Background: an optimization exercise with open tools, aiming at small area, a short achievable clock period and few clock cycles. Do not read the settings as production practice. RTL that was checked went through simulation tests only; none was proved equivalent to the original. The RTL of runs 2 to 4 was laid out without a check of its function.

### flow/design.v
package sdi_pkg;
  localparam int POS_W  = 24;
  localparam int PRS_W  = 17;
  localparam int SIZE_W = 14;
  localparam int ADDR_W = 3;
  localparam int DATA_W = 32;
  localparam logic [PRS_W-1:0]  P_ONE      = 17'h10000;
  localparam logic [SIZE_W-1:0] SIZE_RESET = 14'd160;
  localparam logic              REG_SIZE   = 1'b0;
endpackage
import sdi_pkg::*;
module sdi_cfg
(
  input  logic              clk_i,
  input  logic              rst_ni,
  input  logic              psel,
  input  logic              penable,
  input  logic              pwrite,
  input  logic [ADDR_W-1:0] paddr,
  input  logic [DATA_W-1:0] pwdata,
  output logic [DATA_W-1:0] prdata,
  output logic              pready,
  output logic [SIZE_W-1:0] brush_size_o,
  output logic              wr_o
);
  logic [SIZE_W-1:0] size_q;
  logic              wr_en;
  assign pready = 1'b1;
  assign wr_en  = psel && penable && pwrite && (paddr[2] == REG_SIZE);
  assign wr_o   = wr_en;
  always_ff @(posedge clk_i or negedge rst_ni) begin
    if (!rst_ni) begin
      size_q <= SIZE_RESET;
    end else if (wr_en) begin
      size_q <= pwdata[SIZE_W-1:0];
    end
  end
  assign prdata       = (paddr[2] == REG_SIZE) ? DATA_W'(size_q) : '0;
  assign brush_size_o = size_q;
endmodule
module sdi_log #(
  parameter int W = 19
) (
  input  logic [W-1:0] x_i,
  output logic [12:0]  l_o
);
  logic [31:0]   s0, s1, s2, s3, s4, s5;
  logic [4:0]    z;
  logic [4:0]    e;
  logic [5:0]    m;
  logic [7:0]    t;
  assign s0   = {x_i, {(32-W){1'b0}}};
  assign z[4] = (s0[31:16] == '0);
  assign s1   = z[4] ? {s0[15:0], 16'b0} : s0;
  assign z[3] = (s1[31:24] == '0);
  assign s2   = z[3] ? {s1[23:0], 8'b0} : s1;
  assign z[2] = (s2[31:28] == '0);
  assign s3   = z[2] ? {s2[27:0], 4'b0} : s2;
  assign z[1] = (s3[31:30] == '0);
  assign s4   = z[1] ? {s3[29:0], 2'b0} : s3;
  assign z[0] = !s4[31];
  assign s5   = z[0] ? {s4[30:0], 1'b0} : s4;
  assign e    = 5'(W - 1) - z;
  assign m    = s5[30 -: 6];
  always_comb begin
    unique case (m)
      6'd0: t = 8'd0;
      6'd1: t = 8'd5;
      6'd2: t = 8'd11;
      6'd3: t = 8'd16;
      6'd4: t = 8'd22;
      6'd5: t = 8'd27;
      6'd6: t = 8'd33;
      6'd7: t = 8'd38;
      6'd8: t = 8'd43;
      6'd9: t = 8'd48;
      6'd10: t = 8'd53;
      6'd11: t = 8'd58;
      6'd12: t = 8'd63;
      6'd13: t = 8'd68;
      6'd14: t = 8'd73;
      6'd15: t = 8'd77;
      6'd16: t = 8'd82;
      6'd17: t = 8'd87;
      6'd18: t = 8'd91;
      6'd19: t = 8'd96;
      6'd20: t = 8'd100;
      6'd21: t = 8'd104;
      6'd22: t = 8'd109;
      6'd23: t = 8'd113;
      6'd24: t = 8'd117;
      6'd25: t = 8'd121;
      6'd26: t = 8'd125;
      6'd27: t = 8'd129;
      6'd28: t = 8'd134;
      6'd29: t = 8'd138;
      6'd30: t = 8'd141;
      6'd31: t = 8'd145;
      6'd32: t = 8'd149;
      6'd33: t = 8'd153;
      6'd34: t = 8'd157;
      6'd35: t = 8'd161;
      6'd36: t = 8'd164;
      6'd37: t = 8'd168;
      6'd38: t = 8'd172;
      6'd39: t = 8'd175;
      6'd40: t = 8'd179;
      6'd41: t = 8'd182;
      6'd42: t = 8'd186;
      6'd43: t = 8'd189;
      6'd44: t = 8'd193;
      6'd45: t = 8'd196;
      6'd46: t = 8'd200;
      6'd47: t = 8'd203;
      6'd48: t = 8'd206;
      6'd49: t = 8'd209;
      6'd50: t = 8'd213;
      6'd51: t = 8'd216;
      6'd52: t = 8'd219;
      6'd53: t = 8'd222;
      6'd54: t = 8'd225;
      6'd55: t = 8'd229;
      6'd56: t = 8'd232;
      6'd57: t = 8'd235;
      6'd58: t = 8'd238;
      6'd59: t = 8'd241;
      6'd60: t = 8'd244;
      6'd61: t = 8'd247;
      6'd62: t = 8'd250;
      6'd63: t = 8'd253;
      default: t = 8'd0;
    endcase
  end
  assign l_o = (x_i == '0) ? 13'd0 : {e, t};
endmodule
module sdi_gtab (
  input  logic [5:0] i_i,
  output logic [7:0] g_o
);
  always_comb begin
    unique case (i_i)
      6'd0: g_o = 8'd248;
      6'd1: g_o = 8'd233;
      6'd2: g_o = 8'd218;
      6'd3: g_o = 8'd204;
      6'd4: g_o = 8'd191;
      6'd5: g_o = 8'd178;
      6'd6: g_o = 8'd166;
      6'd7: g_o = 8'd155;
      6'd8: g_o = 8'd144;
      6'd9: g_o = 8'd134;
      6'd10: g_o = 8'd125;
      6'd11: g_o = 8'd116;
      6'd12: g_o = 8'd108;
      6'd13: g_o = 8'd100;
      6'd14: g_o = 8'd93;
      6'd15: g_o = 8'd86;
      6'd16: g_o = 8'd79;
      6'd17: g_o = 8'd73;
      6'd18: g_o = 8'd68;
      6'd19: g_o = 8'd63;
      6'd20: g_o = 8'd58;
      6'd21: g_o = 8'd53;
      6'd22: g_o = 8'd49;
      6'd23: g_o = 8'd45;
      6'd24: g_o = 8'd42;
      6'd25: g_o = 8'd38;
      6'd26: g_o = 8'd35;
      6'd27: g_o = 8'd33;
      6'd28: g_o = 8'd30;
      6'd29: g_o = 8'd28;
      6'd30: g_o = 8'd25;
      6'd31: g_o = 8'd23;
      6'd32: g_o = 8'd21;
      6'd33: g_o = 8'd20;
      6'd34: g_o = 8'd18;
      6'd35: g_o = 8'd17;
      6'd36: g_o = 8'd15;
      6'd37: g_o = 8'd14;
      6'd38: g_o = 8'd13;
      6'd39: g_o = 8'd12;
      6'd40: g_o = 8'd11;
      6'd41: g_o = 8'd10;
      6'd42: g_o = 8'd9;
      6'd43: g_o = 8'd8;
      6'd44: g_o = 8'd8;
      6'd45: g_o = 8'd7;
      6'd46: g_o = 8'd7;
      6'd47: g_o = 8'd6;
      6'd48: g_o = 8'd5;
      6'd49: g_o = 8'd5;
      6'd50: g_o = 8'd5;
      6'd51: g_o = 8'd4;
      6'd52: g_o = 8'd4;
      6'd53: g_o = 8'd4;
      6'd54: g_o = 8'd3;
      6'd55: g_o = 8'd3;
      6'd56: g_o = 8'd3;
      6'd57: g_o = 8'd3;
      6'd58: g_o = 8'd2;
      6'd59: g_o = 8'd2;
      6'd60: g_o = 8'd2;
      6'd61: g_o = 8'd2;
      6'd62: g_o = 8'd2;
      6'd63: g_o = 8'd2;
      default: g_o = 8'd0;
    endcase
  end
endmodule
import sdi_pkg::*;
module sdi_mul
(
  input  logic [SIZE_W-1:0] size_i,
  input  logic [PRS_W-1:0]  p_i,
  output logic [SIZE_W-1:0] r_o
);
  logic [31:0] prod;
  assign prod = 32'(size_i) * 32'(p_i) + 32'd32768;
  assign r_o  = prod[16 +: SIZE_W];
endmodule
import sdi_pkg::*;
module stroke_dab_interpolator_top
#(
  parameter int MAX_DABS = 16
) (
  input  logic                     clk_i,
  input  logic                     rst_ni,
  input  logic                     psel,
  input  logic                     penable,
  input  logic                     pwrite,
  input  logic [ADDR_W-1:0]        paddr,
  input  logic [DATA_W-1:0]        pwdata,
  output logic [DATA_W-1:0]        prdata,
  output logic                     pready,
  input  logic                     in_valid_i,
  output logic                     in_ready_o,
  input  logic                     has_previous_i,
  input  logic signed [POS_W-1:0]  start_x_i,
  input  logic signed [POS_W-1:0]  start_y_i,
  input  logic [PRS_W-1:0]         start_pressure_i,
  input  logic signed [POS_W-1:0]  end_x_i,
  input  logic signed [POS_W-1:0]  end_y_i,
  input  logic [PRS_W-1:0]         end_pressure_i,
  output logic                     out_valid_o,
  input  logic                     out_ready_i,
  output logic signed [POS_W-1:0]  dab_x_o,
  output logic signed [POS_W-1:0]  dab_y_o,
  output logic [PRS_W-1:0]         dab_pressure_o,
  output logic [SIZE_W-1:0]        dab_radius_o,
  output logic                     last_o
);
  localparam logic [3:0] ST_IDLE = 4'd0;
  localparam logic [3:0] ST_S1   = 4'd1;
  localparam logic [3:0] ST_S2   = 4'd2;
  localparam logic [3:0] ST_S3   = 4'd3;
  localparam logic [3:0] ST_DONE = 4'd4;
  localparam logic [3:0] ST_SR   = 4'd5;
  localparam logic [3:0] ST_SC   = 4'd6;
  localparam logic [3:0] ST_SW   = 4'd7;
  localparam logic [3:0] ST_SF   = 4'd8;
  localparam logic [1:0] N1  = 2'd0;
  localparam logic [1:0] N8  = 2'd1;
  localparam logic [1:0] N16 = 2'd2;
  logic [SIZE_W-1:0] size;
  logic              wr;
  sdi_cfg u_cfg (
    .clk_i        (clk_i),
    .rst_ni       (rst_ni),
    .psel         (psel),
    .penable      (penable),
    .pwrite       (pwrite),
    .paddr        (paddr),
    .pwdata       (pwdata),
    .prdata       (prdata),
    .pready       (pready),
    .brush_size_o (size),
    .wr_o         (wr)
  );
  logic [PRS_W-1:0] sp_sat, ep_sat;
  logic [POS_W:0]   dx_c, dy_c;
  assign sp_sat = (start_pressure_i > P_ONE) ? P_ONE : start_pressure_i;
  assign ep_sat = (end_pressure_i > P_ONE) ? P_ONE : end_pressure_i;
  assign dx_c   = {end_x_i[POS_W-1], end_x_i} - {start_x_i[POS_W-1], start_x_i};
  assign dy_c   = {end_y_i[POS_W-1], end_y_i} - {start_y_i[POS_W-1], start_y_i};
  logic             hp1;
  logic [POS_W:0]   dx1, dy1;
  logic [PRS_W-1:0] sps1, eps1;
  always_ff @(posedge clk_i) begin
    hp1  <= has_previous_i;
    dx1  <= dx_c;
    dy1  <= dy_c;
    sps1 <= has_previous_i ? sp_sat : ep_sat;
    eps1 <= ep_sat;
  end
  logic [3:0]       st_q;
  logic [PRS_W:0]   dp_c;
  logic [PRS_W-1:0] minp_c, lmx;
  logic [POS_W:0]   ndx_c, ndy_c;
  logic [POS_W-1:0] ax_c, ay_c;
  logic [18:0]      u_c, v_c;
  logic             big_c;
  logic [12:0]      lu, lv, lm;
  logic [12:0]      ls_q;
  assign dp_c   = {1'b0, eps1} - {1'b0, sps1};
  assign minp_c = dp_c[PRS_W] ? eps1 : sps1;
  assign ndx_c  = -dx1;
  assign ndy_c  = -dy1;
  assign ax_c   = dx1[POS_W] ? ndx_c[POS_W-1:0] : dx1[POS_W-1:0];
  assign ay_c   = dy1[POS_W] ? ndy_c[POS_W-1:0] : dy1[POS_W-1:0];
  assign u_c    = ax_c[18:0];
  assign v_c    = ay_c[18:0];
  assign big_c  = (|ax_c[POS_W-1:19]) | (|ay_c[POS_W-1:19]);
  assign lmx    = (st_q == ST_IDLE) ? PRS_W'(size) : minp_c;
  sdi_log #(.W(19))    u_lu (.x_i(u_c), .l_o(lu));
  sdi_log #(.W(19))    u_lv (.x_i(v_c), .l_o(lv));
  sdi_log #(.W(PRS_W)) u_lm (.x_i(lmx), .l_o(lm));
  always_ff @(posedge clk_i) begin
    if (st_q == ST_IDLE) ls_q <= lm;
  end
  logic [12:0]    lu2, lv2, lm2;
  logic           uz2, vz2, tv2;
  logic [1:0]     tn2;
  logic [PRS_W:0] dp2;
  always_ff @(posedge clk_i) begin
    lu2 <= lu;
    lv2 <= lv;
    lm2 <= lm;
    uz2 <= (u_c == '0);
    vz2 <= (v_c == '0);
    dp2 <= dp_c;
    tv2 <= !hp1 || big_c || (u_c == '0 && v_c == '0) || size == '0 || minp_c == '0;
    tn2 <= (!hp1 || (!big_c && u_c == '0 && v_c == '0)) ? N1 : N16;
  end
  logic signed [14:0] ld, lr, lmax, e;
  logic [12:0]        lad;
  logic [7:0]         gt, gv;
  logic signed [16:0] eg;
  assign ld   = 15'(lu2) - 15'(lv2);
  assign lr   = 15'(lm2) + 15'(ls_q);
  assign lmax = ld[14] ? 15'(lv2) : 15'(lu2);
  assign e    = lmax - lr;
  assign lad  = ld[14] ? 13'(-ld) : ld[12:0];
  sdi_gtab u_gt (.i_i(lad[9:4]), .g_o(gt));
  assign gv = (uz2 || vz2 || (|lad[12:10])) ? 8'd0 : gt;
  assign eg = {e[14], e, 1'b0} + 17'(gv);
  logic c16_t, c16_f, c8_t, c8_f;
  always_ff @(posedge clk_i) begin
    c16_t <= (eg >= -17'sd5588);    
    c16_f <= (eg <= -17'sd5662);    
    c8_t  <= (eg >= -17'sd6100);    
    c8_f  <= (eg <= -17'sd6174);    
  end
  logic               fast_ok;
  logic [1:0]         n_fast;
  always_comb begin
    fast_ok = 1'b1;
    if (tv2)                n_fast = tn2;
    else if (c16_t)         n_fast = N16;
    else if (c16_f && c8_t) n_fast = N8;
    else if (c8_f)          n_fast = N1;
    else begin
      n_fast  = N1;
      fast_ok = 1'b0;
    end
  end
  logic [1:0]         n_q;
  logic signed [34:0] h_q;
  logic [29:0]        r_q;
  logic [4:0]         j_q;
  logic [1:0]         sub_q;
  logic               sticky_q;
  logic               k_q;       
  logic               opbit;
  logic [34:0]        opval;
  logic               opsub;
  logic [34:0]        opa, opb, hsum;
  logic [35:0]        hsum_w;
  logic signed [34:0] hsum_s;
  logic signed [34:0] hnext;
  logic               c_exact;
  logic [34:0]        a_full, b_full;
  logic [4:0]         jk;
  assign a_full = k_q ? {{3{dx1[19]}}, dx1[19:0], 12'b0} : {{4{dx1[19]}}, dx1[19:0], 11'b0};
  assign b_full = k_q ? {{3{dy1[19]}}, dy1[19:0], 12'b0} : {{4{dy1[19]}}, dy1[19:0], 11'b0};
  assign jk     = j_q - (k_q ? 5'd12 : 5'd11);
  always_comb begin
    opbit = 1'b0;
    opval = '0;
    opsub = 1'b0;
    if (st_q == ST_SR) begin
      opbit = size[j_q[3:0]];
      opval = 35'(minp_c);
    end else begin
      unique case (sub_q)
        2'd0: begin
          opbit = (j_q < 5'd30) ? r_q[j_q] : 1'b0;
          opval = 35'(r_q);
        end
        2'd1: begin
          opbit = a_full[j_q] && (jk <= 5'd19);
          opval = a_full;
          opsub = (jk != 5'd19);
        end
        default: begin
          opbit = b_full[j_q] && (jk <= 5'd19);
          opval = b_full;
          opsub = (jk != 5'd19);
        end
      endcase
    end
  end
  assign opa     = (st_q == ST_SR) ? {h_q[33:0], 1'b0} : h_q;
  assign opb     = opbit ? (opsub ? ~opval : opval) : (opsub ? '1 : '0);
  assign hsum_w  = {opa, 1'b1} + {opb, opsub};
  assign hsum    = hsum_w[35:1];
  assign hsum_s  = hsum;
  assign hnext   = hsum_s >>> 1;
  assign c_exact = h_q[34] || ((h_q == '0) && !sticky_q);
  logic [1:0]  n_p1;
  logic [20:0] p1_n;
  assign n_p1 = (st_q == ST_S3) ? n_fast : n_q;
  always_comb begin
    unique case (n_p1)
      N16:     p1_n = {sps1, 4'b1000} + {{3{dp2[PRS_W]}}, dp2};
      N8:      p1_n = {sps1, 4'b1000} + {{2{dp2[PRS_W]}}, dp2, 1'b0};
      default: p1_n = {sps1, 4'b0000} + {dp2[16:0], 4'b0000};
    endcase
  end
  logic                ov_q, last_q;
  logic [3:0]          cnt_q;
  logic [27:0]         ax_q, ay_q;
  logic [25:0]         dxs_q, dys_q;
  logic [PRS_W-1:0]    ap_q;
  logic [20:0]         pn_q;
  logic [18:0]         dps_q;
  logic [SIZE_W-1:0]   rad_q;
  logic                pnp_q;
  logic                ir0_q, ir1_q;
  logic                lsel_q;
  logic                done, lsel, accept, take, step;
  logic                p1_av, pn_free;
  logic                n1, n8, n16;
  logic [27:0]         dxs_n, dys_n;
  logic [18:0]         dps_n;
  logic [27:0]         xa, xb, ya, yb, xsum, ysum;
  logic [20:0]         pb, psum;
  logic [SIZE_W-1:0]   rad_n;
  assign done   = (st_q == ST_DONE);
  assign lsel   = lsel_q;
  assign in_ready_o = ir0_q || (ir1_q && out_ready_i);
  assign accept = in_valid_i && in_ready_o;
  assign take   = ov_q && out_ready_i;
  assign step   = take && !last_q;
  assign n1     = (n_q == N1);
  assign n8     = (n_q == N8);
  assign n16    = (n_q == N16);
  assign dxs_n = n16 ? {{3{dx1[POS_W]}}, dx1} : (n8 ? {{2{dx1[POS_W]}}, dx1, 1'b0} : {dx1[23:0], 4'b0000});
  assign dys_n = n16 ? {{3{dy1[POS_W]}}, dy1} : (n8 ? {{2{dy1[POS_W]}}, dy1, 1'b0} : {dy1[23:0], 4'b0000});
  assign dps_n = n16 ? {dp2[PRS_W], dp2} : (n8 ? {dp2, 1'b0} : '0);
  assign xa   = lsel ? {start_x_i, n1 ? 4'b0000 : 4'b1000} : ax_q;
  assign xb   = lsel ? dxs_n : {{2{dxs_q[25]}}, dxs_q};
  assign ya   = lsel ? {start_y_i, n1 ? 4'b0000 : 4'b1000} : ay_q;
  assign yb   = lsel ? dys_n : {{2{dys_q[25]}}, dys_q};
  assign xsum = xa + xb;
  assign ysum = ya + yb;
  assign pb   = lsel ? {{2{dps_n[18]}}, dps_n} : {{2{dps_q[18]}}, dps_q};
  assign psum = pn_q + pb;
  sdi_mul u_mul (
    .size_i (size),
    .p_i    (pn_q[20:4]),
    .r_o    (rad_n)
  );
  always_ff @(posedge clk_i) begin
    if (accept) begin
      dxs_q  <= dxs_n[25:0];
      dys_q  <= dys_n[25:0];
      dps_q  <= dps_n;
      cnt_q  <= n16 ? 4'd15 : (n8 ? 4'd7 : 4'd0);
      last_q <= n1;
    end else if (step) begin
      cnt_q  <= cnt_q - 4'd1;
      last_q <= (cnt_q == 4'd1);
    end
    if (accept || step) begin
      ax_q  <= xsum;
      ay_q  <= ysum;
      ap_q  <= pn_q[20:4];
      rad_q <= rad_n;
    end
  end
  assign p1_av   = done || (st_q == ST_S3 && fast_ok);
  assign pn_free = !ov_q || last_q || (step && cnt_q == 4'd1);
  always_ff @(posedge clk_i) begin
    if (accept || (step && !(cnt_q == 4'd1 && p1_av))) begin
      pn_q <= psum;
    end else if (pn_free && p1_av) begin
      pn_q <= p1_n;
    end
  end
  logic [3:0] st_n;
  logic       ov_n, last_n, pnp_n;
  assign ov_n   = accept ? 1'b1 : ((take && last_q) ? 1'b0 : ov_q);
  assign last_n = accept ? n1 : (step ? (cnt_q == 4'd1) : last_q);
  assign pnp_n  = (accept || (st_q != ST_DONE && !(st_q == ST_S3 && fast_ok))) ? 1'b0
                : ((pn_free && p1_av) ? 1'b1 : pnp_q);
  always_comb begin
    st_n = st_q;
    if (!in_valid_i || accept || wr) begin
      st_n = ST_IDLE;
    end else begin
      unique case (st_q)
        ST_IDLE: st_n = ST_S1;
        ST_S1:   st_n = ST_S2;
        ST_S2:   st_n = ST_S3;
        ST_S3:   st_n = fast_ok ? ST_DONE : ST_SR;
        ST_SR:   if (j_q == 5'd0) st_n = ST_SC;
        ST_SC:   st_n = ST_SW;
        ST_SW:   if (sub_q == 2'd2 && j_q == 5'd31) st_n = ST_SF;
        ST_SF:   st_n = ST_DONE;
        default: ;
      endcase
    end
  end
  always_ff @(posedge clk_i or negedge rst_ni) begin
    if (!rst_ni) begin
      st_q  <= ST_IDLE;
      ov_q  <= 1'b0;
      pnp_q <= 1'b0;
      ir0_q <= 1'b0;
      ir1_q <= 1'b0;
      lsel_q <= 1'b0;
    end else begin
      st_q  <= st_n;
      ov_q  <= ov_n;
      pnp_q <= pnp_n;
      ir0_q <= (st_n == ST_DONE) && pnp_n && !ov_n;
      ir1_q <= (st_n == ST_DONE) && pnp_n && last_n;
      lsel_q <= (st_n == ST_DONE) && (!ov_n || last_n);
    end
  end
  always_ff @(posedge clk_i) begin
    unique case (st_q)
      ST_S3: begin
        n_q   <= n_fast;
        k_q   <= !c16_t && c16_f;
        h_q   <= '0;
        j_q   <= 5'd13;
      end
      ST_SR: begin
        h_q <= hsum;
        j_q <= j_q - 5'd1;
      end
      ST_SC: begin
        r_q      <= h_q[29:0];
        h_q      <= '0;
        j_q      <= 5'd0;
        sub_q    <= 2'd0;
        sticky_q <= 1'b0;
      end
      ST_SW: begin
        if (sub_q == 2'd2) begin
          h_q      <= hnext;
          sticky_q <= sticky_q || hsum[0];
          j_q      <= j_q + 5'd1;
          sub_q    <= 2'd0;
        end else begin
          h_q   <= hsum;
          sub_q <= sub_q + 2'd1;
        end
      end
      ST_SF: n_q <= k_q ? (c_exact ? N8 : N1) : (c_exact ? N16 : N8);
      default: ;
    endcase
  end
  assign out_valid_o    = ov_q;
  assign dab_x_o        = ax_q[27:4];
  assign dab_y_o        = ay_q[27:4];
  assign dab_pressure_o = ap_q;
  assign dab_radius_o   = rad_q;
  assign last_o         = last_q;
endmodule
### flow/flow/run.sh
#!/bin/bash
# Standard layout (the standard.sh: the standard synthesis and ORFS flow, unchanged),
# with repair_timing asked for setup slack margin against the design's clock so that the
# resizer keeps working on the critical paths. Make's output goes to standard.log.
set -euo pipefail
bash standard.sh SETUP_SLACK_MARGIN=8.0 TNS_END_PERCENT=100 finish > standard.log 2>&1
### flow/standard.sh
#!/bin/bash
# synth_recipe.tcl (not shown) runs the flow's synth.tcl, then flattens the netlist and writes it again
# the make line also repeats each setting of config.mk as NAME=value (left out here)
make -C /OpenROAD-flow-scripts/flow DESIGN_CONFIG=/design/flow/config.mk WORK_HOME=/design/flow/orfs CLKGATE_MAP_FILE= SYNTH_SCRIPT=/design/flow/synth_recipe.tcl "${@:-finish}"
### flow/config.mk
export PLATFORM = sky130hd
export DESIGN_NAME = stroke_dab_interpolator_top
export DESIGN_NICKNAME = stroke_dab_interpolator_top
export VERILOG_FILES = /design/flow/design.v
export SDC_FILE = /design/flow/constraint.sdc
export NUM_CORES = 4
export LEC_CHECK = 0
export CAP_MARGIN = 20
export CORE_MARGIN = 2
export CORE_UTILIZATION = 40
export SLEW_MARGIN = 20
### flow/constraint.sdc
create_clock -name core_clock -period 15.0 [get_ports {clk_i}]
set_input_delay 3.0000 -clock core_clock [delete_from_list [all_inputs] [get_ports {clk_i}]]
set_output_delay 3.0000 -clock core_clock [all_outputs]
set_load 0.01 [all_outputs]
==> results of run 1 <==
[layout by cell type, fill, tap and decap left out, types with 34 or more instances in the layout]
cell type	instances
a21boi_0	39
a21o_1	49
nand3_1	92
o21ai_0	276
xnor2_1	198
nor2_1	341
o21bai_1	39
inv_1	445
nor2b_1	81
xor2_1	69
mux2_2	219
nor3_1	92
o211ai_1	36
and2_1	120
clkdlybuf4s50_1	245
ha_1	396
clkbuf_16	56
mux2i_1	107
a21oi_1	271
nand2b_1	44
o21a_1	57
dfxtp_1	149
a31oi_1	34
a22o_1	67
edfxtp_1	272
buf_4	131
nand2_1	473
or3_1	36
o31ai_1	36
fa_1	200
[per-stage QoR]
| stage | setup WS, ps | hold slack (ps) | cell area [sq um] | utilization [%] |
|---|---|---|---|---|
| 2_1_floorplan | 8100 | 424.4 | 46030 | - |
| 3_3_place_gp | 6497 | 485.3 | 49410 | 43.27 |
| 3_5_place_dp | 6439 | 486.3 | 49410 | 43.27 |
| 4_1_cts | 8000 | 489.9 | 51870 | 45.43 |
| 5_1_grt | 7951 | 508.6 | 52580 | 46.05 |
| 6_report | 8100 | 490.8 | 52580 | 46.05 |
[timing repair]
| item | 4_1_cts | 5_1_grt |
|---|---|---|
| buffers inserted | 36 | 40 |
| gates resized for setup | 60 | 81 |
| pin swaps | 10 | 28 |
| cloned | 2 | 4 |
| endpoints found under the setup margin | 61 | 43 |
[final cells by class]
| cell class | count | area, sq um | area share [%] |
|---|---|---|---|
| clock buffers | 71 | 1536 | 2.922 |
| clock inverters | 32 | 359.1 | 0.6829 |
| multi-input cells | 3959 | 31500 | 59.91 |
| well taps | 1512 | 1892 | 3.598 |
| flip-flops and latches | 446 | 11790 | 22.42 |
| inverters | 458 | 1734 | 3.298 |
| repair buffers | 397 | 3766 | 7.162 |
| repair inverters | 1 | 5.005 | 0.009518 |
[path summary, 6_finish.rpt]
kind / startpoint / end / slack (ps)
hold / removal: h_q[8] / r_q[8] / 490
min in group asynchronous: rst_ni / ir1_q / 2760
setup reg to reg: sps1[8] / ls_q[0] / 8150
setup / recovery: paddr[2] / prdata[5] / 8100
max in group asynchronous: rst_ni / u_cfg.size_q[7] / 11870
hold reg to reg: h_q[8] / r_q[8] / 490
[metal layers]
layer / global-route usage (%) / wire (um) / vias to the layer above
li1: - / - / 18551
met1: 30.48 / 60270 / 18452
met2: 34.77 / 59040 / 962
met3: 2.815 / 7300 / 162
met4: 5.104 / 2853 / 8
met5: 0 / 44 / -
[critical path, cell delays in order]
cell and delay [ps]:
buf_2 190, nor2b_1 150, clkdlybuf4s50_1 560
[flip-flops by register name (all words and copies together), names as in the netlist, 14 cells and up]
name	cells
sps1	17
ap_q	17
ax_q	28
u_cfg.size_q	14
r_q	30
dp2	18
dps_q	19
pn_q	21
h_q	35
eps1	17
dy1	25
ay_q	28
dys_q	26
dxs_q	26
rad_q	14
dx1	25
[logic make-up (layout without fill, tap and decap cells)]
logic type	after synthesis	in the layout
buffers and inverters	788	959
multiplexers	361	361
flip-flops	446	446
AND/OR/NAND/NOR	1470	1470
AO/OA/AOI/OAI	1233	1236
adder cells (fa/ha/maj)	603	603
other	2	19
XOR/XNOR	270	270
==> results.sh, run 1 <==
export IMPL_ys_top_cells_by_count="475 x nand2_1, 452 x inv_1, 401 x ha_1, 349 x nor2_1, 295 x o21ai_0"
export IMPL_worstPathRequired_ps=12000
export IMPL_netlist_area_sq_um=45960
export IMPL_crit_arrival_ps=3900
export IMPL_finalCritPeriodShare_pct=46.00
export IMPL_crit_type="in -> out"
export IMPL_critPathMaxFanout=15
export IMPL_synth_top_area_share_pct=17.77
export IMPL_cts_max_level=2
export IMPL_stdcell_count=6876
export IMPL_port_buffers=248
export IMPL_wl_per_cell_um=18.83
export IMPL_cts_made_buffers=55
export IMPL_syn_to_final_growth_pct=14.42
export IMPL_synth_adder_area_share_pct=19.72
export IMPL_drive_gt1_share_pct=12.58
export IMPL_synth_cells=5173
export IMPL_dp_hpwl_um=96880
export IMPL_fillers=11035
export IMPL_synth_edf_count=272
export IMPL_min_period_ps=6900
export IMPL_dr_total_vias=38135
export IMPL_ant_nets=0
export IMPL_max_slew_margin_rel_pct=30.22
export IMPL_hold_buffers=0
export IMPL_core_rowCount=124
export IMPL_min_path_cells=0
export IMPL_end_kind="output pin"
export IMPL_ys_warn_count=5
export IMPL_worst_slew_pin_slew_ps=1047
export IMPL_via_per_inst=5.546
export IMPL_clockRootBuffer="clkbuf_16"
export IMPL_yosysMostFrequentCell="nand2_1"
export IMPL_grt_pass1_wl_um=204700
export IMPL_grt_use_total_pct=21.52
export IMPL_dieArea_sq_um=117600
export IMPL_synth_top_area_cell="edfxtp_1"
export IMPL_clock_latency_ps=650
export IMPL_grt_start_max_net_pins=74
export IMPL_synth_top_family_by_area="adder cells"
export IMPL_async_flop_share_pct=5.157
export IMPL_synth_seq_cells=446
export IMPL_wl_um=129500
export IMPL_synth_mux_area_share_pct=9.153
export IMPL_fin_tns_setup_ps=0
export IMPL_setup_violations=0
export IMPL_first_pass_iters=5
export IMPL_clock_path_buffers=3
export IMPL_start_util_pct=40.25
export IMPL_die_width_um=343.0
export IMPL_yosysUniqueCellTypes=115
export IMPL_synth_xor_area_share_pct=5.146
export IMPL_cp_start_kind="input port"
export IMPL_drc=0
export IMPL_cap_violations=0
export IMPL_drt_iter0_markers=2672
export IMPL_grt_remaining_overflow=0
export IMPL_fin_worst_skew_ps=39.40
export IMPL_rsz0062_at_grt="true"
export IMPL_clkSinkCount=446
export IMPL_avgSynthCellArea_sq_um=8.884
export IMPL_die_y_um=343.0
export IMPL_rr_worst_depth=20
export IMPL_synth_simple_area_share_pct=15.31
export IMPL_min_delay_path_class="reg -> reg"
export IMPL_dp_cells=6690
export IMPL_first_global_vias=36946
export IMPL_synth_compound_area_share_pct=17.85
export IMPL_outcome="complete, no violations"
export IMPL_cts_tree="yes"
export IMPL_n_antenna_cell=0
export IMPL_fmax_mhz=144.9
export IMPL_slew_violations=0
export IMPL_yosysSeqAreaShare_pct=25.61
export IMPL_yosys_top_cells_area="edfxtp_1 18%, ha_1 11%, fa_1 8.8%, dfxtp_1 6.6%, mux2_2 5.4%"
export IMPL_gp_congestion=0.8820
export IMPL_synth_top_flop_cell="edfxtp_1"
export IMPL_core_area_sq_um=114200
export IMPL_cts_clk_slew_worst_paths_ps=60
export IMPL_hold_viol_final=0
export IMPL_antenna_found_initial=4
export IMPL_nNetsFinal=6094
export IMPL_ios=288
Testbench counts, summed over its fixed seeds: cycles 5,173.
==> run 2, diff against run 1 <==
--- a/flow/design.v
+++ b/flow/design.v
@@ -214,9 +214,9 @@
   input  logic [PRS_W-1:0]  p_i,
   output logic [SIZE_W-1:0] r_o
 );
-  logic [31:0] prod;
-  assign prod = 32'(size_i) * 32'(p_i) + 32'd32768;
-  assign r_o  = prod[16 +: SIZE_W];
+  logic [29:0] prod;
+  assign prod = 30'(size_i) * 30'(p_i[15:0]) + 30'd32768;
+  assign r_o  = p_i[16] ? size_i : prod[16 +: SIZE_W];
 endmodule
 import sdi_pkg::*;
 module stroke_dab_interpolator_top
@@ -295,20 +295,19 @@
   logic [3:0]       st_q;
   logic [PRS_W:0]   dp_c;
   logic [PRS_W-1:0] minp_c, lmx;
-  logic [POS_W:0]   ndx_c, ndy_c;
   logic [POS_W-1:0] ax_c, ay_c;
   logic [18:0]      u_c, v_c;
-  logic             big_c;
+  logic             big_c, uz_c, vz_c;
   logic [12:0]      lu, lv, lm;
   logic [12:0]      ls_q;
   assign dp_c   = {1'b0, eps1} - {1'b0, sps1};
   assign minp_c = dp_c[PRS_W] ? eps1 : sps1;
-  assign ndx_c  = -dx1;
-  assign ndy_c  = -dy1;
-  assign ax_c   = dx1[POS_W] ? ndx_c[POS_W-1:0] : dx1[POS_W-1:0];
-  assign ay_c   = dy1[POS_W] ? ndy_c[POS_W-1:0] : dy1[POS_W-1:0];
-  assign u_c    = ax_c[18:0];
-  assign v_c    = ay_c[18:0];
+  assign ax_c   = dx1[POS_W-1:0] ^ {POS_W{dx1[POS_W]}};
+  assign ay_c   = dy1[POS_W-1:0] ^ {POS_W{dy1[POS_W]}};
+  assign u_c    = (ax_c[18:6] == '0) ? 19'(ax_c[5:0] + 6'(dx1[POS_W])) : ax_c[18:0];
+  assign v_c    = (ay_c[18:6] == '0) ? 19'(ay_c[5:0] + 6'(dy1[POS_W])) : ay_c[18:0];
+  assign uz_c   = (dx1 == '0);
+  assign vz_c   = (dy1 == '0);
   assign big_c  = (|ax_c[POS_W-1:19]) | (|ay_c[POS_W-1:19]);
   assign lmx    = (st_q == ST_IDLE) ? PRS_W'(size) : minp_c;
   sdi_log #(.W(19))    u_lu (.x_i(u_c), .l_o(lu));
@@ -320,16 +319,14 @@
   logic [12:0]    lu2, lv2, lm2;
   logic           uz2, vz2, tv2;
   logic [1:0]     tn2;
-  logic [PRS_W:0] dp2;
   always_ff @(posedge clk_i) begin
     lu2 <= lu;
     lv2 <= lv;
     lm2 <= lm;
-    uz2 <= (u_c == '0);
-    vz2 <= (v_c == '0);
-    dp2 <= dp_c;
-    tv2 <= !hp1 || big_c || (u_c == '0 && v_c == '0) || size == '0 || minp_c == '0;
-    tn2 <= (!hp1 || (!big_c && u_c == '0 && v_c == '0)) ? N1 : N16;
+    uz2 <= uz_c;
+    vz2 <= vz_c;
+    tv2 <= !hp1 || big_c || (uz_c && vz_c) || size == '0 || minp_c == '0;
+    tn2 <= (!hp1 || (!big_c && uz_c && vz_c)) ? N1 : N16;
   end
   logic signed [14:0] ld, lr, lmax, e;
   logic [12:0]        lad;
@@ -345,10 +342,10 @@
   assign eg = {e[14], e, 1'b0} + 17'(gv);
   logic c16_t, c16_f, c8_t, c8_f;
   always_ff @(posedge clk_i) begin
-    c16_t <= (eg >= -17'sd5588);    
-    c16_f <= (eg <= -17'sd5662);    
-    c8_t  <= (eg >= -17'sd6100);    
-    c8_f  <= (eg <= -17'sd6174);    
+    c16_t <= (eg >= -17'sd5582);    
+    c16_f <= (eg <= -17'sd5679);    
+    c8_t  <= (eg >= -17'sd6094);    
+    c8_f  <= (eg <= -17'sd6191);    
   end
   logic               fast_ok;
   logic [1:0]         n_fast;
@@ -421,9 +418,9 @@
   assign n_p1 = (st_q == ST_S3) ? n_fast : n_q;
   always_comb begin
     unique case (n_p1)
-      N16:     p1_n = {sps1, 4'b1000} + {{3{dp2[PRS_W]}}, dp2};
-      N8:      p1_n = {sps1, 4'b1000} + {{2{dp2[PRS_W]}}, dp2, 1'b0};
-      default: p1_n = {sps1, 4'b0000} + {dp2[16:0], 4'b0000};
+      N16:     p1_n = {sps1, 4'b1000} + {{3{dp_c[PRS_W]}}, dp_c};
+      N8:      p1_n = {sps1, 4'b1000} + {{2{dp_c[PRS_W]}}, dp_c, 1'b0};
+      default: p1_n = {sps1, 4'b0000} + {dp_c[16:0], 4'b0000};
     endcase
   end
   logic                ov_q, last_q;
@@ -456,7 +453,7 @@
   assign n16    = (n_q == N16);
   assign dxs_n = n16 ? {{3{dx1[POS_W]}}, dx1} : (n8 ? {{2{dx1[POS_W]}}, dx1, 1'b0} : {dx1[23:0], 4'b0000});
   assign dys_n = n16 ? {{3{dy1[POS_W]}}, dy1} : (n8 ? {{2{dy1[POS_W]}}, dy1, 1'b0} : {dy1[23:0], 4'b0000});
-  assign dps_n = n16 ? {dp2[PRS_W], dp2} : (n8 ? {dp2, 1'b0} : '0);
+  assign dps_n = n16 ? {dp_c[PRS_W], dp_c} : (n8 ? {dp_c, 1'b0} : '0);
   assign xa   = lsel ? {start_x_i, n1 ? 4'b0000 : 4'b1000} : ax_q;
   assign xb   = lsel ? dxs_n : {{2{dxs_q[25]}}, dxs_q};
   assign ya   = lsel ? {start_y_i, n1 ? 4'b0000 : 4'b1000} : ay_q;
==> flow/flow/run.sh (replaced) <==
#!/bin/bash
# Standard layout (the standard.sh: the standard synthesis and ORFS flow, unchanged),
# with repair_timing asked for setup slack margin against the design's clock so that the
# resizer keeps working on the critical paths. Make's output goes to standard.log.
set -euo pipefail
bash standard.sh SETUP_SLACK_MARGIN=8.6 TNS_END_PERCENT=100 finish > standard.log 2>&1
--- a/flow/config.mk
+++ b/flow/config.mk
@@ -7,5 +7,5 @@
 export LEC_CHECK = 0
 export CAP_MARGIN = 20
 export CORE_MARGIN = 2
-export CORE_UTILIZATION = 40
+export CORE_UTILIZATION = 60
 export SLEW_MARGIN = 20
==> results.sh, run 2 <==
export IMPL_die_width_um=280.1
export IMPL_largest_register_ff_count=35
export IMPL_min_period_ps=6728
export IMPL_slew_violations=0
export IMPL_critPathMaxFanout=4
export IMPL_synth_simple_area_share_pct=16.80
export IMPL_cts_tree="yes"
export IMPL_max_stage_delay_ps=460
export IMPL_drive_gt1_share_pct=16.26
export IMPL_antenna_found_initial=0
export IMPL_crit_type="reg -> reg"
export IMPL_synth_xor_area_share_pct=5.267
export IMPL_worst_path_max_delay_cell="mux4_2"
export IMPL_clockRootBuffer="clkbuf_16"
export IMPL_cts_max_level=2
export IMPL_fmax_mhz=148.6
export IMPL_synth_top_flop_cell="edfxtp_1"
export IMPL_clock_path_buffers=3
export IMPL_syn_to_final_growth_pct=17.13
export IMPL_start_util_pct=60.41
export IMPL_fin_worst_skew_ps=24.08
export IMPL_r2r_end="h_q[32]"
export IMPL_synth_edf_count=272
export IMPL_die_y_um=280.1
export IMPL_core_area_sq_um=75700
export IMPL_dr_total_vias=40072
export IMPL_ant_nets=0
export IMPL_startpoint="k_q"
export IMPL_hold_buffers=0
export IMPL_hold_viol_final=0
export IMPL_r2r_start="k_q"
export IMPL_synth_top_area_share_pct=17.86
export IMPL_yosysMostFrequentCell="nand2_1"
export IMPL_hold_worst_slack_ps=513.4
export IMPL_fin_tns_setup_ps=0
export IMPL_async_flop_share_pct=5.374
export IMPL_top_layer="met4"
export IMPL_first_global_vias=38330
export IMPL_grt_start_max_net_pins=74
export IMPL_rsz0062_at_grt="true"
export IMPL_nNetsFinal=6257
export IMPL_n_antenna_cell=0
export IMPL_min_path_cells=0
export IMPL_drt_iter0_markers=3140
export IMPL_netlist_area_sq_um=45730
export IMPL_rr_worst_depth=30
export IMPL_met2_length_um=63660
export IMPL_yosysUniqueCellTypes=127
export IMPL_synth_seq_cells=428
export IMPL_path_delay_family="compound AO/OA/AOI/OAI gates"
export IMPL_final_common_cell="nand2_1"
export IMPL_worstPathRequired_ps=15360
export IMPL_yosysSeqAreaShare_pct=24.95
export IMPL_yosys_top_cells_area="edfxtp_1 18%, ha_1 11%, fa_1 8.4%, dfxtp_1 5.8%, nand2_1 5.3%"
export IMPL_synth_compound_area_share_pct=18.49
export IMPL_wl_um=134100
export IMPL_outcome="complete, no violations"
export IMPL_synth_mux_area_share_pct=8.069
export IMPL_cap_violations=0
export IMPL_grt_use_total_pct=32.78
export IMPL_grt_remaining_overflow=0
export IMPL_met3_length_um=8532
export IMPL_port_buffers=248
export IMPL_largest_register="h_q"
export IMPL_dieArea_sq_um=78440
export IMPL_max_slew_margin_rel_pct=30.35
export IMPL_avgSynthCellArea_sq_um=8.722
export IMPL_ys_top_cells_by_count="645 x nand2_1, 430 x inv_1, 404 x ha_1, 346 x nor2_1, 281 x a21oi_1"
export IMPL_crit_buf_inv=4
export IMPL_finalCritPeriodShare_pct=44.85
export IMPL_r2r_setup_slack_ps=8270
export IMPL_via_per_inst=6.157
export IMPL_setup_violations=0
export IMPL_ys_warn_count=5
export IMPL_clock_latency_ps=610
export IMPL_worst_slew_pin_slew_ps=1037
export IMPL_dp_hpwl_um=95830
export IMPL_min_delay_path_class="reg -> reg"
export IMPL_ios=288
export IMPL_first_pass_iters=6
export IMPL_layout_common_cells="637 x nand2_1, 416 x inv_1, 383 x ha_1, 340 x nor2_1, 272 x edfxtp_1"
export IMPL_crit_arrival_ps=7090
export IMPL_whs_endpoint="r_q[3]"
export IMPL_stdcell_count=6508
export IMPL_hp_start="h_q[3]"
export IMPL_dp_cells=6231
export IMPL_synth_top_family_by_area="adder cells"
export IMPL_cts_made_buffers=50
export IMPL_cp_start_kind="flip-flop"
export IMPL_synth_adder_area_share_pct=19.42
export IMPL_grt_pass1_wl_um=207300
export IMPL_core_rowCount=101
export IMPL_wl_per_cell_um=20.61
export IMPL_crit_path_frequent_cell="buf_4"
export IMPL_reg_top3="h_q (35), r_q (30)"
export IMPL_fillers=5938
export IMPL_synth_cells=5243
export IMPL_gp_congestion=0.9650
export IMPL_cts_clk_slew_worst_paths_ps=60
export IMPL_wl_met1_um=56960
export IMPL_clkSinkCount=428
export IMPL_end_kind="flip-flop"
export IMPL_synth_top_area_cell="edfxtp_1"
export IMPL_drc=0
-- run 2: per-layer routing --
metal	vias up	GRT usage [%]
li1	18976	-
met3	264	3.947
met4	0	11.09
met5	-	0
met2	1397	54.98
met1	19435	43.88
-- run 2: worst max-delay path by stage --
stage / to / depth (start not counted) / slack [ps]
floorplan: h_q[32] / 30 / 8390
CTS: rad_q[13] / 23 / 8330
global route: h_q[32] / 29 / 8040
finish: h_q[32] / 30 / 8270
detailed placement: h_q[32] / 28 / 6840
global placement: h_q[32] / 28 / 6920
-- run 2: final cells by class --
type	instances	area [sq um]	share of cell area, %
clock buffers	69	1516	2.831
repair buffers	497	4762	8.890
multi-input cells	4074	32770	61.18
repair inverters	1	7.507	0.01402
inverters	437	1663	3.104
flip-flops and latches	428	11450	21.37
well taps	978	1224	2.285
clock inverters	24	175.2	0.3270
-- run 2: timing repair --
action,CTS,global route
cloned,2,7
pin swaps,62,122
buffers inserted,107,67
gates resized for setup,230,227
setup endpoints to repair,98,119
-- run 2: through the flow --
step / area [sq um] / util, % / setup slack [ps]
4_1_cts: 51860 / 68.51 / 8335
2_1_floorplan: 46030 / - / 8394
5_1_grt: 53560 / 70.76 / 8038
6_report: 53560 / 70.76 / 8272
3_3_place_gp: 48610 / 64.21 / 6921
3_5_place_dp: 48610 / 64.22 / 6839
-- run 2: cell families after synthesis --
family / Yosys count
flip-flops: 428
AO/OA/AOI/OAI: 1241
AND/OR/NAND/NOR: 1630
multiplexers: 313
XOR/XNOR: 275
other: 2
adder cells (fa/ha/maj): 595
buffers and inverters: 759
==> run 3, diff against run 2 <==
--- a/flow/design.v
+++ b/flow/design.v
@@ -360,59 +360,46 @@
       fast_ok = 1'b0;
     end
   end
-  logic [1:0]         n_q;
-  logic signed [34:0] h_q;
-  logic [29:0]        r_q;
-  logic [4:0]         j_q;
-  logic [1:0]         sub_q;
-  logic               sticky_q;
-  logic               k_q;       
-  logic               opbit;
-  logic [34:0]        opval;
-  logic               opsub;
-  logic [34:0]        opa, opb, hsum;
-  logic [35:0]        hsum_w;
-  logic signed [34:0] hsum_s;
-  logic signed [34:0] hnext;
-  logic               c_exact;
-  logic [34:0]        a_full, b_full;
-  logic [4:0]         jk;
-  assign a_full = k_q ? {{3{dx1[19]}}, dx1[19:0], 12'b0} : {{4{dx1[19]}}, dx1[19:0], 11'b0};
-  assign b_full = k_q ? {{3{dy1[19]}}, dy1[19:0], 12'b0} : {{4{dy1[19]}}, dy1[19:0], 11'b0};
-  assign jk     = j_q - (k_q ? 5'd12 : 5'd11);
+  logic [1:0]   n_q;
+  logic [35:0]  h_q;
+  logic [29:0]  r_q;
+  logic [5:0]   i_q;
+  logic [4:0]   j_q;
+  logic [1:0]   cy_q;
+  logic         prev_q;
+  logic         first_q;
+  logic         sticky_q;
+  logic         k_q;       
+  logic [4:0]   kk;
+  logic [4:0]   ik, jk;
+  logic         ri, rj, ai, aj, bi, bj;
+  logic         asub, bsub;
+  logic         hb;
+  logic [2:0]   v;
+  logic         last_i;
+  logic         c_exact;
+  assign kk = k_q ? 5'd12 : 5'd11;
+  assign ik = 5'(i_q) - kk;
+  assign jk = j_q - kk;
+  assign ri   = (i_q < 6'd30) ? r_q[i_q[4:0]] : 1'b0;
+  assign rj   = (j_q < 5'd30) ? r_q[j_q] : 1'b0;
+  assign ai   = (i_q < 6'(kk)) ? 1'b0 : ((ik >= 5'd19) ? dx1[19] : dx1[ik]);
+  assign bi   = (i_q < 6'(kk)) ? 1'b0 : ((ik >= 5'd19) ? dy1[19] : dy1[ik]);
+  assign aj   = (j_q >= kk) && (jk <= 5'd19) && dx1[jk];
+  assign bj   = (j_q >= kk) && (jk <= 5'd19) && dy1[jk];
+  assign asub = (jk != 5'd19);
+  assign bsub = (jk != 5'd19);
+  assign hb = first_q ? 1'b0 : ((st_q == ST_SR) ? prev_q : h_q[0]);
   always_comb begin
-    opbit = 1'b0;
-    opval = '0;
-    opsub = 1'b0;
     if (st_q == ST_SR) begin
-      opbit = size[j_q[3:0]];
-      opval = 35'(minp_c);
+      v = 3'(hb) + 3'(size[j_q[3:0]] && (i_q < 6'd17) && minp_c[i_q[4:0]]) + 3'(cy_q[0]);
     end else begin
-      unique case (sub_q)
-        2'd0: begin
-          opbit = (j_q < 5'd30) ? r_q[j_q] : 1'b0;
-          opval = 35'(r_q);
-        end
-        2'd1: begin
-          opbit = a_full[j_q] && (jk <= 5'd19);
-          opval = a_full;
-          opsub = (jk != 5'd19);
-        end
-        default: begin
-          opbit = b_full[j_q] && (jk <= 5'd19);
-          opval = b_full;
-          opsub = (jk != 5'd19);
-        end
-      endcase
+      v = 3'(hb) + 3'(rj && ri) + 3'(aj && (ai ^ asub)) + 3'(bj && (bi ^ bsub)) + 3'(cy_q)
+        + ((i_q == '0) ? 3'(aj && asub) + 3'(bj && bsub) : 3'd0);
     end
   end
-  assign opa     = (st_q == ST_SR) ? {h_q[33:0], 1'b0} : h_q;
-  assign opb     = opbit ? (opsub ? ~opval : opval) : (opsub ? '1 : '0);
-  assign hsum_w  = {opa, 1'b1} + {opb, opsub};
-  assign hsum    = hsum_w[35:1];
-  assign hsum_s  = hsum;
-  assign hnext   = hsum_s >>> 1;
-  assign c_exact = h_q[34] || ((h_q == '0) && !sticky_q);
+  assign last_i  = (st_q == ST_SR) ? (i_q == 6'd35) : (i_q == 6'd36);
+  assign c_exact = h_q[35] || ((h_q == '0) && !sticky_q);
   logic [1:0]  n_p1;
   logic [20:0] p1_n;
   assign n_p1 = (st_q == ST_S3) ? n_fast : n_q;
@@ -510,9 +497,9 @@
         ST_S1:   st_n = ST_S2;
         ST_S2:   st_n = ST_S3;
         ST_S3:   st_n = fast_ok ? ST_DONE : ST_SR;
-        ST_SR:   if (j_q == 5'd0) st_n = ST_SC;
+        ST_SR:   if (last_i && j_q == 5'd0) st_n = ST_SC;
         ST_SC:   st_n = ST_SW;
-        ST_SW:   if (sub_q == 2'd2 && j_q == 5'd31) st_n = ST_SF;
+        ST_SW:   if (last_i && j_q == 5'd31) st_n = ST_SF;
         ST_SF:   st_n = ST_DONE;
         default: ;
       endcase
@@ -536,33 +523,48 @@
     end
   end
   always_ff @(posedge clk_i) begin
+    h_q <= {(st_q == ST_SW && i_q == 6'd36) ? h_q[35] : v[0], h_q[35:1]};
     unique case (st_q)
       ST_S3: begin
-        n_q   <= n_fast;
-        k_q   <= !c16_t && c16_f;
-        h_q   <= '0;
-        j_q   <= 5'd13;
+        n_q     <= n_fast;
+        k_q     <= !c16_t && c16_f;
+        i_q     <= '0;
+        j_q     <= 5'd13;
+        cy_q    <= '0;
+        prev_q  <= 1'b0;
+        first_q <= 1'b1;
       end
       ST_SR: begin
-        h_q <= hsum;
-        j_q <= j_q - 5'd1;
+        prev_q <= h_q[0];
+        cy_q   <= {1'b0, v[1]};
+        if (last_i) begin
+          i_q     <= '0;
+          j_q     <= j_q - 5'd1;
+          cy_q    <= '0;
+          prev_q  <= 1'b0;
+          first_q <= 1'b0;
+        end else begin
+          i_q <= i_q + 6'd1;
+        end
       end
       ST_SC: begin
         r_q      <= h_q[29:0];
-        h_q      <= '0;
-        j_q      <= 5'd0;
-        sub_q    <= 2'd0;
+        i_q      <= '0;
+        j_q      <= '0;
+        first_q  <= 1'b1;
         sticky_q <= 1'b0;
+        cy_q     <= '0;
       end
       ST_SW: begin
-        if (sub_q == 2'd2) begin
-          h_q      <= hnext;
-          sticky_q <= sticky_q || hsum[0];
+        if (i_q == 6'd36) begin
+          sticky_q <= sticky_q || h_q[0];
+          i_q      <= '0;
           j_q      <= j_q + 5'd1;
-          sub_q    <= 2'd0;
+          cy_q     <= '0;
+          first_q  <= 1'b0;
         end else begin
-          h_q   <= hsum;
-          sub_q <= sub_q + 2'd1;
+          i_q  <= i_q + 6'd1;
+          cy_q <= v[2:1];
         end
       end
       ST_SF: n_q <= k_q ? (c_exact ? N8 : N1) : (c_exact ? N16 : N8);
--- a/flow/config.mk
+++ b/flow/config.mk
@@ -7,5 +7,5 @@
 export LEC_CHECK = 0
 export CAP_MARGIN = 20
 export CORE_MARGIN = 2
-export CORE_UTILIZATION = 60
+export CORE_UTILIZATION = 40
 export SLEW_MARGIN = 20
==> results.sh, run 3 <==
export IMPL_outcome="complete, no violations"
export IMPL_grt_start_max_net_pins=60
export IMPL_finalWorstSetupSlack_ps=7988
export IMPL_start_util_pct=40.27
export IMPL_clkSinkCount=437
export IMPL_multi_input_area_sq_um=29790
export IMPL_dieArea_sq_um=110400
export IMPL_rr_worst_depth=26
export IMPL_syn_to_final_growth_pct=17.12
export IMPL_cts_max_level=2
export IMPL_first_pass_iters=6
export IMPL_busiest_layer="met2"
export IMPL_cts_clk_slew_worst_paths_ps=70
export IMPL_wl_per_cell_um=19.85
export IMPL_synth_top_area_cell="edfxtp_1"
export IMPL_finalCritPeriodShare_pct=46.74
export IMPL_r2r_end="rad_q[13]"
export IMPL_min_delay_path_class="reg -> reg"
export IMPL_critPathMaxFanout=4
export IMPL_seq_area_sq_um=11370
export IMPL_worst_slew_pin_slew_ps=1069
export IMPL_avgSynthCellArea_sq_um=9.106
export IMPL_ios=288
export IMPL_dr_total_vias=35858
export IMPL_cap_violations=0
export IMPL_dp_hpwl_um=91610
export IMPL_largest_register_ff_count=36
export IMPL_cts_made_buffers=52
export IMPL_synth_edf_count=246
export IMPL_yosys_top_cells_area="edfxtp_1 17%, ha_1 11%, fa_1 9.1%, dfxtp_1 7.8%, mux2_2 4.5%"
export IMPL_via_per_inst=5.597
export IMPL_netlist_area_sq_um=43110
export IMPL_largest_register="h_q"
export IMPL_drc=0
export IMPL_grt_use_met1_pct=30.11
export IMPL_port_buffers=248
export IMPL_wl_um=127200
export IMPL_rsz0062_at_grt="true"
export IMPL_die_y_um=332.3
export IMPL_gp_congestion=0.9249
export IMPL_hp_start="h_q[31]"
export IMPL_synth_top_flop_cell="edfxtp_1"
export IMPL_synth_top_area_share_pct=17.14
export IMPL_synth_cells=4734
export IMPL_crit_path_frequent_cell="fa_1"
export IMPL_ant_nets=0
export IMPL_met2_usage_pct=36.88
export IMPL_antenna_found_initial=8
export IMPL_fillers=10160
export IMPL_reg_top3="h_q (36), r_q (30)"
export IMPL_fmax_mhz=142.6
export IMPL_hold_viol_final=0
export IMPL_crit_buf_inv=7
export IMPL_first_global_vias=34951
export IMPL_setup_violations=0
export IMPL_fin_worst_skew_ps=26.01
export IMPL_whs_endpoint="h_q[30]"
export IMPL_yosysSeqAreaShare_pct=26.28
export IMPL_crit_arrival_ps=7410
export IMPL_grt_pass1_wl_um=198400
export IMPL_max_slew_margin_rel_pct=28.25
export IMPL_yosysMostFrequentCell="nand2_1"
export IMPL_async_flop_share_pct=5.263
export IMPL_path_delay_family="adder cells"
export IMPL_drt_iter0_markers=2656
export IMPL_max_stage_delay_ps=560
export IMPL_slew_violations=0
export IMPL_layout_common_cells="427 x nand2_1, 407 x inv_1, 366 x ha_1, 321 x nor2_1, 246 x edfxtp_1"
export IMPL_fin_tns_setup_ps=0
export IMPL_worst_path_max_delay_cell="fa_1"
export IMPL_grt_use_total_pct=22.41
export IMPL_min_period_ps=7012
export IMPL_clock_path_buffers=3
export IMPL_synth_seq_cells=437
export IMPL_core_rowCount=120
export IMPL_core_area_sq_um=107100
export IMPL_nNetsFinal=5704
export IMPL_use_met3_pct=3.953
export IMPL_r2r_start="pn_q[10]"
export IMPL_final_common_cell="nand2_1"
export IMPL_clock_latency_ps=660
export IMPL_hold_buffers=0
export IMPL_min_path_cells=0
export IMPL_die_width_um=332.3
export IMPL_cp_start_kind="flip-flop"
export IMPL_r2r_setup_slack_ps=7990
export IMPL_worstPathRequired_ps=15400
export IMPL_clockRootBuffer="clkbuf_16"
export IMPL_cts_tree="yes"
export IMPL_yosysUniqueCellTypes=122
export IMPL_drive_gt1_share_pct=15.41
export IMPL_startpoint="pn_q[10]"
export IMPL_place_ws_ps=6954
export IMPL_ys_warn_count=5
export IMPL_grt_remaining_overflow=0
export IMPL_ys_top_cells_by_count="438 x nand2_1, 411 x inv_1, 375 x ha_1, 327 x nor2_1, 269 x o21ai_0"
export IMPL_crit_type="reg -> reg"
export IMPL_end_kind="flip-flop"
-- run 3: cell types whose count changed after synthesis, moves of 19 or more --
| cell | previous run | this run |
|---|---|---|
| a21oi_1 | 281 | 229 |
| xnor2_1 | 202 | 175 |
| inv_1 | 430 | 411 |
| nor3_1 | 120 | 96 |
| edfxtp_1 | 272 | 246 |
| nand2_1 | 645 | 438 |
| o21a_1 | 53 | 30 |
| mux4_2 | 23 | 50 |
| ha_1 | 404 | 375 |
| mux2i_1 | 113 | 91 |
| nor2_1 | 346 | 327 |
| a22o_1 | 68 | 30 |
| dfxtp_1 | 133 | 168 |
-- run 3: cell type report --
| type | instances | area share, % |
|---|---|---|
| Timing Repair Buffer | 445 | 8.438 |
| Tap cell | 1403 | 3.477 |
| Multi-Input combinational cell | 3604 | 59.00 |
| Antenna cell | 1 | 0.004957 |
| Clock inverter | 27 | 0.4907 |
| Inverter | 420 | 3.135 |
| Clock buffer | 70 | 2.942 |
| Sequential cell | 437 | 22.51 |
-- run 3: kinds of logic (layout without fill, tap and decap cells) --
kind of cell | Yosys count | in the layout | synth area share [%]
other | 2 | 20 | 0.01742
adders and majority gates | 572 | 572 | 20.01
xor gates and xnor gates | 238 | 238 | 4.870
buffers and inverters | 710 | 962 | 6.948
DFF | 437 | 437 | 26.28
and+or+nand+nor | 1377 | 1377 | 15.38
muxes | 319 | 319 | 9.415
AOI/OAI and AO/OA | 1079 | 1079 | 17.08
-- run 3: repair_timing --
item	in CTS	in global routing
pin swaps	23	48
endpoints found under the setup margin	60	81
gates cloned	5	2
buffers inserted	72	53
resized for setup	194	150
-- run 3: metal layers --
layer	wire length [um]	share of wire (%)
met2	58610	46
met4	3610	2.8
met3	8621	6.8
met5	49	0.039
met1	56300	44
-- run 3: worst max-delay path by stage --
stage / cells after the start / slack (ps) / to
2_1_floorplan: 25 / 8200 / rad_q[13]
3_3_place_gp: 22 / 7010 / ls_q[0]
3_5_place_dp: 22 / 6950 / ls_q[0]
4_1_cts: 25 / 8040 / rad_q[13]
5_1_grt: 25 / 7710 / rad_q[13]
6_report: 26 / 7990 / rad_q[13]
-- run 3: worst reg2reg max path: cells and delay by family, from the launching register on --
family	cells	cell delay (ps)
mux	1	260
fa+ha+maj	7	3270
buf+inv	7	770
compound gates	9	1780
xor+xnor	1	70
flops	1	460
simple gates	1	160
-- run 3: stage by stage --
step	instances	util, %	hold WS [ps]	area (sq um)
global route	6406	47.16	356.5	50480
global placement	6176	43.52	337.1	46590
finish	6407	47.16	344.9	50490
CTS	6350	46.22	345.7	49480
detailed placement	6176	43.52	339.8	46590
floorplan	4751	-	331.6	43360
==> run 4, diff against run 3 <==
--- a/flow/design.v
+++ b/flow/design.v
@@ -214,9 +214,9 @@
   input  logic [PRS_W-1:0]  p_i,
   output logic [SIZE_W-1:0] r_o
 );
-  logic [29:0] prod;
-  assign prod = 30'(size_i) * 30'(p_i[15:0]) + 30'd32768;
-  assign r_o  = p_i[16] ? size_i : prod[16 +: SIZE_W];
+  logic [31:0] prod;
+  assign prod = 32'(size_i) * 32'(p_i) + 32'd32768;
+  assign r_o  = prod[16 +: SIZE_W];
 endmodule
 import sdi_pkg::*;
 module stroke_dab_interpolator_top
==> results.sh, run 4 <==
export IMPL_drc=0
export IMPL_core_area_sq_um=105100
export IMPL_yosysUniqueCellTypes=115
export IMPL_layout_common_cells="439 x nand2_1, 433 x inv_1, 355 x ha_1, 301 x nor2_1, 246 x edfxtp_1"
export IMPL_gp_congestion=0.8859
export IMPL_cts_max_level=2
export IMPL_clockRootBuffer="clkbuf_16"
export IMPL_clock_latency_ps=660
export IMPL_fillers=9983
export IMPL_crit_type="reg -> reg"
export IMPL_synth_edf_count=246
export IMPL_cts_clk_slew_worst_paths_ps=60
export IMPL_syn_to_final_growth_pct=17.30
export IMPL_dieArea_sq_um=108400
export IMPL_port_buffers=248
export IMPL_end_kind="flip-flop"
export IMPL_fmax_mhz=145.9
export IMPL_path_delay_family="adder cells"
export IMPL_reg_top3="h_q (36), r_q (30)"
export IMPL_clkSinkCount=437
export IMPL_grt_use_total_pct=21.22
export IMPL_seq_area_sq_um=11380
export IMPL_multi_input_area_sq_um=29010
export IMPL_async_flop_share_pct=5.263
export IMPL_cap_violations=0
export IMPL_synth_seq_cells=437
export IMPL_first_global_vias=33840
export IMPL_place_area_sq_um=45670
export IMPL_nNetsFinal=5594
export IMPL_setup_violations=0
export IMPL_synth_top_area_share_pct=17.46
export IMPL_r2r_setup_slack_ps=8150
export IMPL_first_pass_iters=5
export IMPL_netlist_area_sq_um=42320
export IMPL_worstPathRequired_ps=15470
export IMPL_crit_path_frequent_cell="fa_1"
export IMPL_start_util_pct=40.26
export IMPL_hold_buffers=0
export IMPL_finalInstanceArea_sq_um=49640
export IMPL_grt_start_max_net_pins=68
export IMPL_min_period_ps=6855
export IMPL_wl_um=117700
export IMPL_via_per_inst=5.494
export IMPL_clock_path_buffers=3
export IMPL_ios=288
export IMPL_die_y_um=329.3
export IMPL_yosysMostFrequentCell="nand2_1"
export IMPL_synth_cells=4632
export IMPL_ys_top_cells_by_count="443 x nand2_1, 440 x inv_1, 373 x ha_1, 309 x nor2_1, 246 x edfxtp_1"
export IMPL_yosys_top_cells_area="edfxtp_1 17%, ha_1 11%, fa_1 9.8%, dfxtp_1 7.9%, mux2_2 4.0%"
export IMPL_grt_remaining_overflow=0
export IMPL_worstPathCellList="nand2_4 -> fa_1 -> fa_1 -> inv_2 -> fa_1 -> inv_1 -> fa_1 -> inv_1 -> fa_1 -> fa_1 -> ha_4 -> a21o_1 -> a21o_1 -> a2111oi_4 -> o41ai_4 -> buf_4 -> o41ai_4 -> o211a_1 -> a2111oi_4 -> o21a_1 -> o21a_1 -> o21ai_2 -> a21oi_1 -> a31oi_1"
export IMPL_synth_top_flop_cell="edfxtp_1"
export IMPL_hold_viol_final=0
export IMPL_synth_top_area_cell="edfxtp_1"
export IMPL_hold_worst_slack_ps=342.9
export IMPL_antenna_found_initial=0
export IMPL_cts_tree="yes"
export IMPL_final_common_cell="nand2_1"
export IMPL_max_stage_delay_ps=700
export IMPL_ant_nets=0
export IMPL_worst_slew_pin_slew_ps=1077
export IMPL_cp_start_kind="flip-flop"
export IMPL_worst_path_max_delay_cell="dfstp_4"
export IMPL_min_delay_path_class="reg -> reg"
export IMPL_dr_total_vias=34494
export IMPL_die_width_um=329.3
export IMPL_fin_worst_skew_ps=34.02
export IMPL_ys_warn_count=5
export IMPL_crit_arrival_ps=7330
export IMPL_avgSynthCellArea_sq_um=9.135
export IMPL_outcome="complete, no violations"
export IMPL_largest_register_ff_count=36
export IMPL_fin_tns_setup_ps=0
export IMPL_core_rowCount=119
export IMPL_cts_made_buffers=53
export IMPL_crit_buf_inv=4
export IMPL_wl_per_cell_um=18.74
export IMPL_grt_pass1_wl_um=185500
export IMPL_slew_violations=0
export IMPL_max_slew_margin_rel_pct=27.69
export IMPL_drive_gt1_share_pct=15.55
export IMPL_dp_hpwl_um=86490
export IMPL_critPathMaxFanout=7
export IMPL_largest_register="h_q"
export IMPL_rsz0062_at_grt="true"
export IMPL_drt_iter0_markers=2062
export IMPL_yosysSeqAreaShare_pct=26.77
export IMPL_finalCritPeriodShare_pct=45.70
run 4: cell count changes after synthesis, sizes merged, moves of 12 or more:
cell   delta
nand3    -23
nor3     -12
and2     +12
mux2     -25
inv      +27
o21ai    -36
or2      +12
nor2     -20
nor2b    +12
run 4: cells by family (layout without fill, tap and decap cells):
| family | Yosys count | count (layout) | share of synthesized area, % |
|---|---|---|---|
| xor gates and xnor gates | 228 | 228 | 4.719 |
| AOI/OAI and AO/OA | 1014 | 1014 | 16.03 |
| buffers and inverters | 729 | 966 | 7.250 |
| muxes | 303 | 303 | 9.098 |
| and+or+nand+nor | 1339 | 1339 | 15.29 |
| DFF | 437 | 437 | 26.77 |
| adders and majority gates | 580 | 580 | 20.82 |
| other | 2 | 20 | 0.01775 |
run 4: path summary, 6_finish.rpt:
check                                 from              end  cells past startpoint
hold reg to reg                    h_q[31]          h_q[30]                      0
max in group asynchronous           rst_ni  u_cfg.size_q[5]                      2
min in group asynchronous           rst_ni             ov_q                      2
setup / recovery           u_cfg.size_q[7]        rad_q[13]                     24
setup reg to reg           u_cfg.size_q[7]        rad_q[13]                     24
hold / removal                     h_q[31]          h_q[30]                      0
run 4: final cells by class:
cell class                      instances  area share [%]
Multi-Input combinational cell       3483           58.44
Timing Repair Buffer                  423           7.787
Clock buffer                           62           2.886
Tap cell                             1391           3.506
Antenna cell                            1        0.005041
Sequential cell                       437           22.92
Inverter                              443           3.365
Clock inverter                         38           1.094
run 4: routing by layer:
layer / vias to the layer above / GRT usage [%] / wire length, um
met4: 0 / 6.779 / 3944
met5: - / 0 / 0
met2: 866 / 37.36 / 58020
li1: 16684 / - / -
met1: 16744 / 26.99 / 50060
met3: 200 / 2.547 / 5650
run 4: what timing repair did:
| item | in CTS | in global routing |
|---|---|---|
| gates resized for setup | 220 | 147 |
| pin swaps | 52 | 76 |
| setup buffers | 87 | 46 |
| setup endpoints to repair | 84 | 65 |
| cloned | 0 | 1 |
run 4: through the flow:
stage                     util, %  setup slack [ps]  cells
after floorplan                 -              8558   4649
after global placement      43.43              7255   6042
after detailed placement    43.45              7145   6043
after CTS                   46.37              8165   6230
after global routing        47.22              7960   6277
final                       47.22              8145   6278

-- static timing again, ports no longer ideal --
How much do the figures lean on ideal ports? The routed layouts below were timed once more, with nothing changed but the port constraints. Step 1 sets driving cells, clkbuf_16 on the clock port and buf_2 on the other inputs (assumed; they add their load-dependent delay and slew). Step 2, shift: input delay + t, output delay - t, t = (earliest + latest rising clock arrival at the registers) / 2. This alone moves slack from input paths to output paths. Three values: no drivers, after step 1, after step 2; two values: the first two.
| run | shift t [ns] | setup slack, ns | worst setup path after step 2 | worst data-port slew with drivers (ns) |
|---|---|---|---|---|
| run 1 | 0.700 | 8.099 / 8.003 / 7.655 | input to register | 0.17 |
| run 2 | 0.669 | 8.272 / 8.272 / 8.095 | input to register | 0.06 |
| run 3 | 0.714 | 7.988 / 7.988 / 7.988 | register to register | 0.19 |
| run 4 | 0.708 | 8.145 / 8.145 / 8.041 | input to register | 0.13 |
After both steps setup and hold are still met in every run listed. The setup slack of run 1, which loses most, moves by -0.096 ns with the drivers and by -0.444 ns with both steps.
